Context: an optimization exercise on an open-source flow, tuned for small area, a short achievable clock period and few clock cycles per item. The choices shown serve that exercise and are no tape-out recipe.
Only simulation tests tie the RTL to the original design; equivalence was not proved.
Power figures rest on the tool's default switching activity, not on a simulated workload.

File: design/flow/design.v
`timescale 1ns/1ns
`default_nettype none
package mpuPkg;
    typedef struct packed {
        logic [18-1:0]    tag;
        logic [10-1:0]  index;
        logic                     which;
        logic [31-1:0] newVal;
    } msgFieldsT;
    typedef struct packed {
        logic [32-1:0]    tempProp;
        logic [32-1:0]    prop;
        logic [32-1:0]    unused;
        logic [30-1:0] edgeDeg;
        logic                       spare;
        logic                       active;
    } vertexRecT;
    typedef logic [256-1:0] vertexPairU;
    typedef struct packed {
        logic                                            valid;
        logic [288-256-18-2:0]   pad;
        logic [18-1:0]                           tag;
        vertexPairU                                      data;
    } cacheLineT;
    typedef struct packed {
        msgFieldsT               msg;
        vertexPairU              base;       
        logic                    hit;
        logic [32-1:0] result;
        logic                    update;
        logic                    send;
    } updateJobT;
    typedef struct packed {
        logic [18-1:0]                                    tag;
        logic [10-1:0]                                  index;
        logic                                                     which;
        logic [33-18-10-2:0]      offset;
    } vertexIdT;
    localparam int VREC_WIDTH = 3*32 + 30 + 2;
    function automatic vertexRecT getVtx(input vertexPairU pair, input logic which);
        getVtx = which ? pair[VREC_WIDTH +: VREC_WIDTH] : pair[0 +: VREC_WIDTH];
    endfunction
    function automatic logic [32-1:0] byteSwap(input logic [32-1:0] value);
        byteSwap = {value[7:0], value[15:8], value[23:16], value[31:24]};
    endfunction
endpackage
`default_nettype wire
`timescale 1ns/1ns
`default_nettype none
module msgDecode
(
    input  wire                  clk,
    input  wire                  reset,
    input  wire [64-1:0] MsgData,
    input  wire                  MsgEmpty,
    input  wire                  busy,
    output logic                 MsgRead,
    output mpuPkg::msgFieldsT            msgFields,
    output logic                 msgValid
);
    typedef enum logic [1:0] {
        POP_IDLE,
        POP_READ,        
        POP_CAPTURE,     
        POP_VALID        
    } popStateT;
    popStateT popState;
    always_ff @(posedge clk) begin
        if (reset) begin
            popState <= POP_IDLE;
        end else begin
            case (popState)
                POP_IDLE: begin
                    if (!MsgEmpty && !busy) begin
                        popState <= POP_READ;
                    end
                end
                POP_READ:    popState <= POP_CAPTURE;
                POP_CAPTURE: popState <= POP_VALID;
                default:     popState <= POP_IDLE;    
            endcase
        end
    end
    assign MsgRead  = (popState == POP_READ);
    assign msgValid = (popState == POP_VALID);
    always_ff @(posedge clk) begin
        if (popState == POP_CAPTURE) begin
            msgFields.tag    <= MsgData[46 +: 18];
            msgFields.index  <= MsgData[36 +: 10];
            msgFields.which  <= MsgData[35];
            msgFields.newVal <= MsgData[31-1:0];
        end
    end
endmodule
`default_nettype wire
`timescale 1ns/1ns
`default_nettype none
module vertexExecute
#(
    parameter logic [4-1:0] peNum = '0
) (
    input  wire                     clk,
    input  wire                     reset,
    input  mpuPkg::msgFieldsT          msgFields,
    input  wire                     msgValid,
    input  mpuPkg::cacheLineT          CacheReadData,
    input  wire [256-1:0]   ReadData,
    input  wire                     ReadReady,
    input  wire                     done,
    output logic [10-1:0] CacheAddr,
    output logic                    StartRead,
    output logic [33-1:0]  ReadAddress,
    output logic                    busy,
    output mpuPkg::updateJobT               job,
    output logic                    jobValid
);
    typedef enum logic [2:0] {
        EX_IDLE,
        EX_CACHE_WAIT,
        EX_HIT_TEST,
        EX_FETCH,
        EX_REDUCE
    } exStateT;
    exStateT                 exState;
    logic                    lineHit;
    mpuPkg::vertexRecT               selRec;
    logic [32-1:0] tempProp;
    logic [32-1:0] prop;
    logic [32-1:0] newValExt;
    logic                    doUpdate;
    logic                    doSend;
    assign lineHit = CacheReadData.valid && (CacheReadData.tag == job.msg.tag);
    assign selRec    = mpuPkg::getVtx(job.base, job.msg.which);
    assign tempProp  = mpuPkg::byteSwap(selRec.tempProp);
    assign prop      = mpuPkg::byteSwap(selRec.prop);
    assign newValExt = {{(32-31){1'b0}}, job.msg.newVal};
    assign doUpdate  = newValExt < tempProp;
    assign doSend    = doUpdate && !selRec.active && (selRec.edgeDeg != '0);
    always_ff @(posedge clk) begin
        if (reset) begin
            exState <= EX_IDLE;
        end else begin
            case (exState)
                EX_IDLE: begin
                    if (msgValid) begin
                        exState <= EX_CACHE_WAIT;
                    end
                end
                EX_CACHE_WAIT: exState <= EX_HIT_TEST;     
                EX_HIT_TEST:   exState <= lineHit ? EX_REDUCE : EX_FETCH;
                EX_FETCH: begin
                    if (ReadReady) begin
                        exState <= EX_REDUCE;
                    end
                end
                default:       exState <= EX_IDLE;
            endcase
        end
    end
    always_ff @(posedge clk) begin
        if (reset) begin
            busy      <= 1'b0;
            StartRead <= 1'b0;
            jobValid  <= 1'b0;
        end else begin
            StartRead <= (exState == EX_HIT_TEST) && !lineHit;
            jobValid  <= (exState == EX_REDUCE);
            if (msgValid) begin
                busy <= 1'b1;
            end else if (done) begin
                busy <= 1'b0;
            end
        end
    end
    always_ff @(posedge clk) begin
        if (reset) begin
            CacheAddr <= '0;
        end else if (msgValid && exState == EX_IDLE) begin
            CacheAddr <= msgFields.index;
        end
    end
    always_ff @(posedge clk) begin
        if (msgValid && exState == EX_IDLE) begin
            job.msg   <= msgFields;
        end
        if (exState == EX_HIT_TEST) begin
            job.hit     <= lineHit;
            job.base    <= CacheReadData.data;     
            ReadAddress <= {1'b0, peNum, job.msg.tag[13-1:0], job.msg.index,
                            {5{1'b0}}};
        end
        if (exState == EX_FETCH && ReadReady) begin
            job.base <= ReadData;
        end
        if (exState == EX_REDUCE) begin
            job.update <= doUpdate;
            job.result <= doUpdate ? newValExt : prop;
            job.send   <= doSend;
        end
    end
endmodule
`default_nettype wire
`timescale 1ns/1ns
`default_nettype none
module resultWriter
(
    input  wire            clk,
    input  wire            reset,
    input  mpuPkg::updateJobT job,
    input  wire            jobValid,
    input  wire            AvFull,
    output logic           CacheWriteEn,
    output mpuPkg::cacheLineT      CacheWriteData,
    output logic           AvWrite,
    output mpuPkg::vertexIdT       AvData,
    output logic           done
);
    logic       pending;      
    logic       needWrite;
    logic       canIssue;
    mpuPkg::vertexRecT  oldRec;
    mpuPkg::vertexRecT  newRec;
    mpuPkg::vertexPairU newData;
    assign needWrite = !job.hit || job.update;     
    assign canIssue  = pending && !AvFull;
    assign CacheWriteEn = canIssue && needWrite;
    assign AvWrite      = canIssue && job.send;    
    assign done         = pending && (!needWrite || !AvFull);
    always_ff @(posedge clk) begin
        if (reset) begin
            pending <= 1'b0;
        end else if (jobValid) begin
            pending <= 1'b1;
        end else if (done) begin
            pending <= 1'b0;
        end
    end
    always_comb begin
        oldRec          = mpuPkg::getVtx(job.base, job.msg.which);
        newRec          = oldRec;
        newRec.tempProp = mpuPkg::byteSwap(job.result);
        newRec.prop     = mpuPkg::byteSwap(job.result);
        newRec.active   = oldRec.active | job.send;
        newData         = job.base;
        if (job.update) begin
            if (job.msg.which) begin     
                newData[mpuPkg::VREC_WIDTH +: mpuPkg::VREC_WIDTH] = newRec;
            end else begin
                newData[0 +: mpuPkg::VREC_WIDTH] = newRec;
            end
        end
    end
    always_comb begin
        CacheWriteData.valid = 1'b1;
        CacheWriteData.pad   = '0;
        CacheWriteData.tag   = job.msg.tag;
        CacheWriteData.data  = newData;
    end
    always_comb begin
        AvData.tag    = job.msg.tag;
        AvData.index  = job.msg.index;
        AvData.which  = job.msg.which;
        AvData.offset = '0;
    end
endmodule
`default_nettype wire
`timescale 1ns/1ns
`default_nettype none
module mpuTop
#(
    parameter logic [4-1:0] peNum = '0
) (
    input  wire                     clk,
    input  wire                     reset,
    input  wire [64-1:0]    MsgData,
    input  wire                     MsgEmpty,
    input  wire [288-1:0]   CacheReadData,
    input  wire [256-1:0]   ReadData,
    input  wire                     ReadReady,
    input  wire                     AvFull,
    output logic                    MsgRead,
    output logic [10-1:0] CacheAddr,
    output logic                    CacheWriteEn,
    output logic [288-1:0]  CacheWriteData,
    output logic                    StartRead,
    output logic [33-1:0]  ReadAddress,
    output logic                    AvWrite,
    output logic [33-1:0] AvData
);
    mpuPkg::msgFieldsT msgFields;
    logic      msgValid;
    logic      busy;         
    mpuPkg::updateJobT job;
    mpuPkg::cacheLineT cacheReadLine;
    mpuPkg::cacheLineT cacheWriteLine;
    mpuPkg::vertexIdT  avId;
    assign cacheReadLine  = CacheReadData;
    assign CacheWriteData = cacheWriteLine;
    assign AvData         = avId;
    logic      jobValid;
    logic      done;
    msgDecode decodeInst (
        .clk       (clk),
        .reset     (reset),
        .MsgData   (MsgData),
        .MsgEmpty  (MsgEmpty),
        .busy      (busy),
        .MsgRead   (MsgRead),
        .msgFields (msgFields),
        .msgValid  (msgValid)
    );
    vertexExecute #(
        .peNum (peNum)
    ) executeInst (
        .clk           (clk),
        .reset         (reset),
        .msgFields     (msgFields),
        .msgValid      (msgValid),
        .CacheReadData (cacheReadLine),
        .ReadData      (ReadData),
        .ReadReady     (ReadReady),
        .done          (done),
        .CacheAddr     (CacheAddr),
        .StartRead     (StartRead),
        .ReadAddress   (ReadAddress),
        .busy          (busy),
        .job           (job),
        .jobValid      (jobValid)
    );
    resultWriter writerInst (
        .clk            (clk),
        .reset          (reset),
        .job            (job),
        .jobValid       (jobValid),
        .AvFull         (AvFull),
        .CacheWriteEn   (CacheWriteEn),
        .CacheWriteData (cacheWriteLine),
        .AvWrite        (AvWrite),
        .AvData         (avId),
        .done           (done)
    );
endmodule
`default_nettype wire
File: design/flow/run.sh
#!/bin/bash
# synth_recipe.tcl (not shown) runs the flow's synth.tcl, then flattens the netlist and writes it again
# the make line also repeats each setting of config.mk as NAME=value (left out here)
make -C /OpenROAD-flow-scripts/flow DESIGN_CONFIG=/design/flow/config.mk WORK_HOME=/design/flow/orfs CLKGATE_MAP_FILE= SYNTH_SCRIPT=/design/flow/synth_recipe.tcl finish
File: design/flow/config.mk
export PLATFORM = sky130hd
export DESIGN_NAME = mpuTop
export DESIGN_NICKNAME = mpuTop
export VERILOG_FILES = /design/flow/design.v
export SDC_FILE = /design/flow/constraint.sdc
export NUM_CORES = 4
export LEC_CHECK = 0
export CAP_MARGIN = 20
export CORE_AREA = 10 10 390 390
export DIE_AREA = 0 0 400 400
export PLACE_DENSITY = 0.4
export SLEW_MARGIN = 20
File: design/flow/constraint.sdc
create_clock -name core_clock -period 5.0 [get_ports {clk}]
set_input_delay 1.0000 -clock core_clock [delete_from_list [all_inputs] [get_ports {clk}]]
set_output_delay 1.0000 -clock core_clock [all_outputs]
set_load 0.01 [all_outputs]
==> flow_metrics.tcl <==
set metrics [dict create \
    slew_viol_final 0 \
    tns_ns 0 \
    irDropWorstVdd_mv 0.236 \
    synth_area_leaders "edfxtp_1 61%, mux2_2 15%, nand2_1 6.2%, clkbuf_1 2.9%, buf_4 2.6%" \
    avgSynthCellArea_um2 13.4 \
    holdWs_ns 0.402 \
    grt_max_degree 86 \
    cts_tree "yes" \
    vias 15595 \
    holdCritPathClass "reg2reg" \
    p_leak_uw 0.0123 \
    dp_hpwl_mm 90.0 \
    gp_congestion 0.779 \
    reg2reg_depth 12 \
    via_per_inst 3.57 \
    antenna_found_initial 64 \
    clockBufferDepth 3 \
    synth_top_area_cell "edfxtp_1" \
    dpl_worst_slack_ns 0.764 \
    drt_first_pass_iters 5 \
    required_ns 4.00 \
    ctsResizeCount 0 \
    cts.hold.buffers_added 0 \
    p_seq_share_pct 42.6 \
    cts_setup_buffers 0 \
    io_buffers 935 \
    final_area_um2 34300 \
    die-area_um2 160000 \
    clock_tree.root_cell "clkbuf_16" \
    ys_seq_elements 453 \
    routed_wl_mm 112 \
    cts.sinks 453 \
    end_kind "output port" \
    worstSetupPathType "reg2out" \
    fill_cells 15268 \
    finalHoldViolations 0 \
    htreeDepth 2 \
    clk_pin_slew_worst_paths_ns 0.07 \
    wl_met1_mm 40.6 \
    placed_area_um2 32400 \
    drc 0 \
    clock_skew_ns 0.0359 \
    layout.nets 3045 \
    syn_area_um2 21500 \
    io_pins 981 \
    pwr-share-comb_pct 21.4 \
    syn_inst 1607 \
    worstMarginPinSlew_ns 0.885 \
    placementRows 139 \
    clock.fmax_ghz 0.234 \
    antenna_left 0 \
    outcome "timing/DRC/antenna clean" \
    ys.flop_type "edfxtp_1" \
    fin_crit_ns 4.27 \
    cellPowerDensity_nw_per_um2 342 \
    slew_headroom_pct 40.5 \
    insertion_delay_ns 0.66 \
    routedWlPerCell_um 25.5 \
    post-route-worst-setup-slack_ns 0.732 \
    die_w_um 400 \
    drt_iter0_drc 907 \
    routed-wl-met3_mm 9.99 \
    fin_crit_sh_pct 85.4 \
    worstPathArrival_ns 3.27 \
    dr_wl_met2_mm 58.1 \
    setup_violations 0 \
    cts_buffers 60 \
    drive_gt1_share_pct 18.4 \
    fp.dieH_um 400 \
    drv_cap 0 \
    dr.max_layer_used "met5" \
    crit_fanout 53 \
    grt_usage_pct 13.1 \
    synth-edff-count 434 \
    rsz0062_at_grt "false" \
    whs_path_depth 0 \
    netlist_top_cells_count "434 x edfxtp_1, 354 x nand2_1, 290 x mux2_2, 165 x clkbuf_1, 75 x buf_4" \
    p_clk_share_pct 36.0 \
    p_sw_uw 3230 \
    total_power_uw 11700 \
    core_um2 143000 \
    grt_pass1_wl_mm 145 \
    area_growth_pct 60.0 \
    grt_pass1_vias 16701 \
    synth-async-reset-ratio_pct 0 \
    synth.distinct_cells 48 \
    synth-seq-area-share_pct 62.5 \
    synth_most_common_cell "edfxtp_1" \
    critPathLaunchType "flop" \
    internal-power_uw 8520 \
    start_util_pct 15.0 \
    synth_top_area_share_pct 60.7 \
    ys_warn_count 3 \
    globalRouteOverflowTotal 0 \
    swShare_pct 27.5 \
]
-- power groups by stage --
stage               combinational [uW]  clock, uW  sequential (uW)
floorplan                         1030          0             5030
global placement                  2580          0             5080
detailed placement                2590          0             5080
CTS                               2600       4420             5010
global route                      2720       4540             5050
finish                            2520       4230             5000
-- registers in the layout, indices dropped and copies added, names as in the netlist --
name                     count
writerInst.pending           1
executeInst.ReadAddress     23
decodeInst.popState          2
executeInst.exState          3
executeInst.CacheAddr       10
decodeInst.msgFields        60
executeInst.busy             1
executeInst.jobValid         1
executeInst.StartRead        1
executeInst.job            351
-- final timing paths --
kind / end / slack, ns / startpoint
setup / recovery: CacheWriteData[193] / 0.73 / executeInst.job[322]
hold / removal: executeInst.job[299] / 0.40 / decodeInst.msgFields[8]
setup reg to reg: executeInst.job[32] / 1.02 / executeInst.job[322]
hold reg to reg: executeInst.job[299] / 0.40 / decodeInst.msgFields[8]
-- metal layers --
layer	vias to the layer above	GRT usage [%]
met5	-	0
met2	639	23.9
met4	30	3.44
met3	187	4.80
met1	7535	14.2
li1	7204	-
-- cell type report --
class | instances | area [um^2] | area share [%]
antenna | 18 | 45.0 | 0.131
sequential | 453 | 13400 | 39.1
clock buffer | 80 | 1600 | 4.65
inverter | 4 | 17.5 | 0.0510
tap | 1903 | 2380 | 6.93
clock inverter | 32 | 270 | 0.787
timing repair buffer | 970 | 9750 | 28.4
multi-input combinational | 909 | 6860 | 20.0
-- through the flow --
stage	std cells	utilization, %
finish	4369	23.9
global route	4360	23.9
CTS	4351	23.9
detailed placement	4239	22.6
global placement	4238	22.6
floorplan	1633	-
-- kinds of logic after synthesis --
| group | count (synthesis) | share of synthesized area [%] |
|---|---|---|
| compound gates | 44 | 1.23 |
| xor+xnor | 18 | 0.735 |
| fa+ha+maj | 34 | 1.98 |
| buf+inv | 271 | 6.31 |
| flops | 453 | 62.5 |
| mux | 355 | 18.9 |
| other cells | 2 | 0.0350 |
| simple gates | 430 | 8.28 |
-- critical path, cell delays in order, from the launching register on --
cell and delay, ns:
edfxtp_1 0.37, buf_12 0.33, and2_2 0.65, buf_4 0.35, nand2_1 0.19, nand2_1 0.12, clkdlybuf4s50_1 0.58
-- placed cells by master (no fill, tap or decap), types with 2 or more instances in the layout --
| master | count |
|---|---|
| clkdlybuf4s50_1 | 935 |
| edfxtp_1 | 434 |
| nand2_1 | 352 |
| mux2_2 | 290 |
| clkbuf_16 | 61 |
| mux2i_1 | 35 |
| ha_1 | 33 |
| mux2_4 | 29 |
| conb_1 | 28 |
| a21oi_1 | 25 |
| buf_4 | 25 |
| clkbuf_1 | 19 |
| dfxtp_1 | 19 |
| diode_2 | 18 |
| nor2_1 | 16 |
| xnor2_1 | 15 |
| nor4_1 | 15 |
| nand4_1 | 14 |
| clkinv_2 | 13 |
| clkinv_1 | 9 |
| buf_12 | 9 |
| nor3_1 | 7 |
| o21ai_0 | 4 |
| nand3_1 | 4 |
| bufinv_16 | 4 |
| inv_1 | 3 |
| nand2b_1 | 3 |
| xor2_1 | 3 |
| a21o_1 | 3 |
| inv_6 | 3 |
| o211ai_1 | 2 |
| a211oi_1 | 2 |
| and3b_1 | 2 |
| clkinv_4 | 2 |
Testbench counts, summed over its fixed seeds: cycles 27,885, items 2,400.

==> afterwards: timing with drivers on the ports <==
Ports are ideal in the flow. The routed layout listed here was re-timed in OpenROAD.
Step 1 sets driving cells, clkbuf_16 on the clock port and buf_2 on the other inputs (assumed; they add their load-dependent delay and slew).
Step 2 adds t to the input delays and takes it off the output delays; t is the mean of the earliest and latest rising clock arrival at the registers after step 1. Input paths then give back, and output paths get back, about the clock's delay inside the block.
Three values: no drivers, after step 1, after step 2; two values: the first two.
shift t [ns]: 0.708
setup WS [ns]: 0.732 / 0.661 / 1.024
worst hold slack (ns): 0.402 / 0.402 / 0.402
worst setup path at the end: register to register
worst register clock-pin slew, ns: 0.07 / 0.07
After both steps setup and hold are still met in this run. The setup slack of this run moves by -0.071 ns with the drivers and by +0.292 ns with both steps.
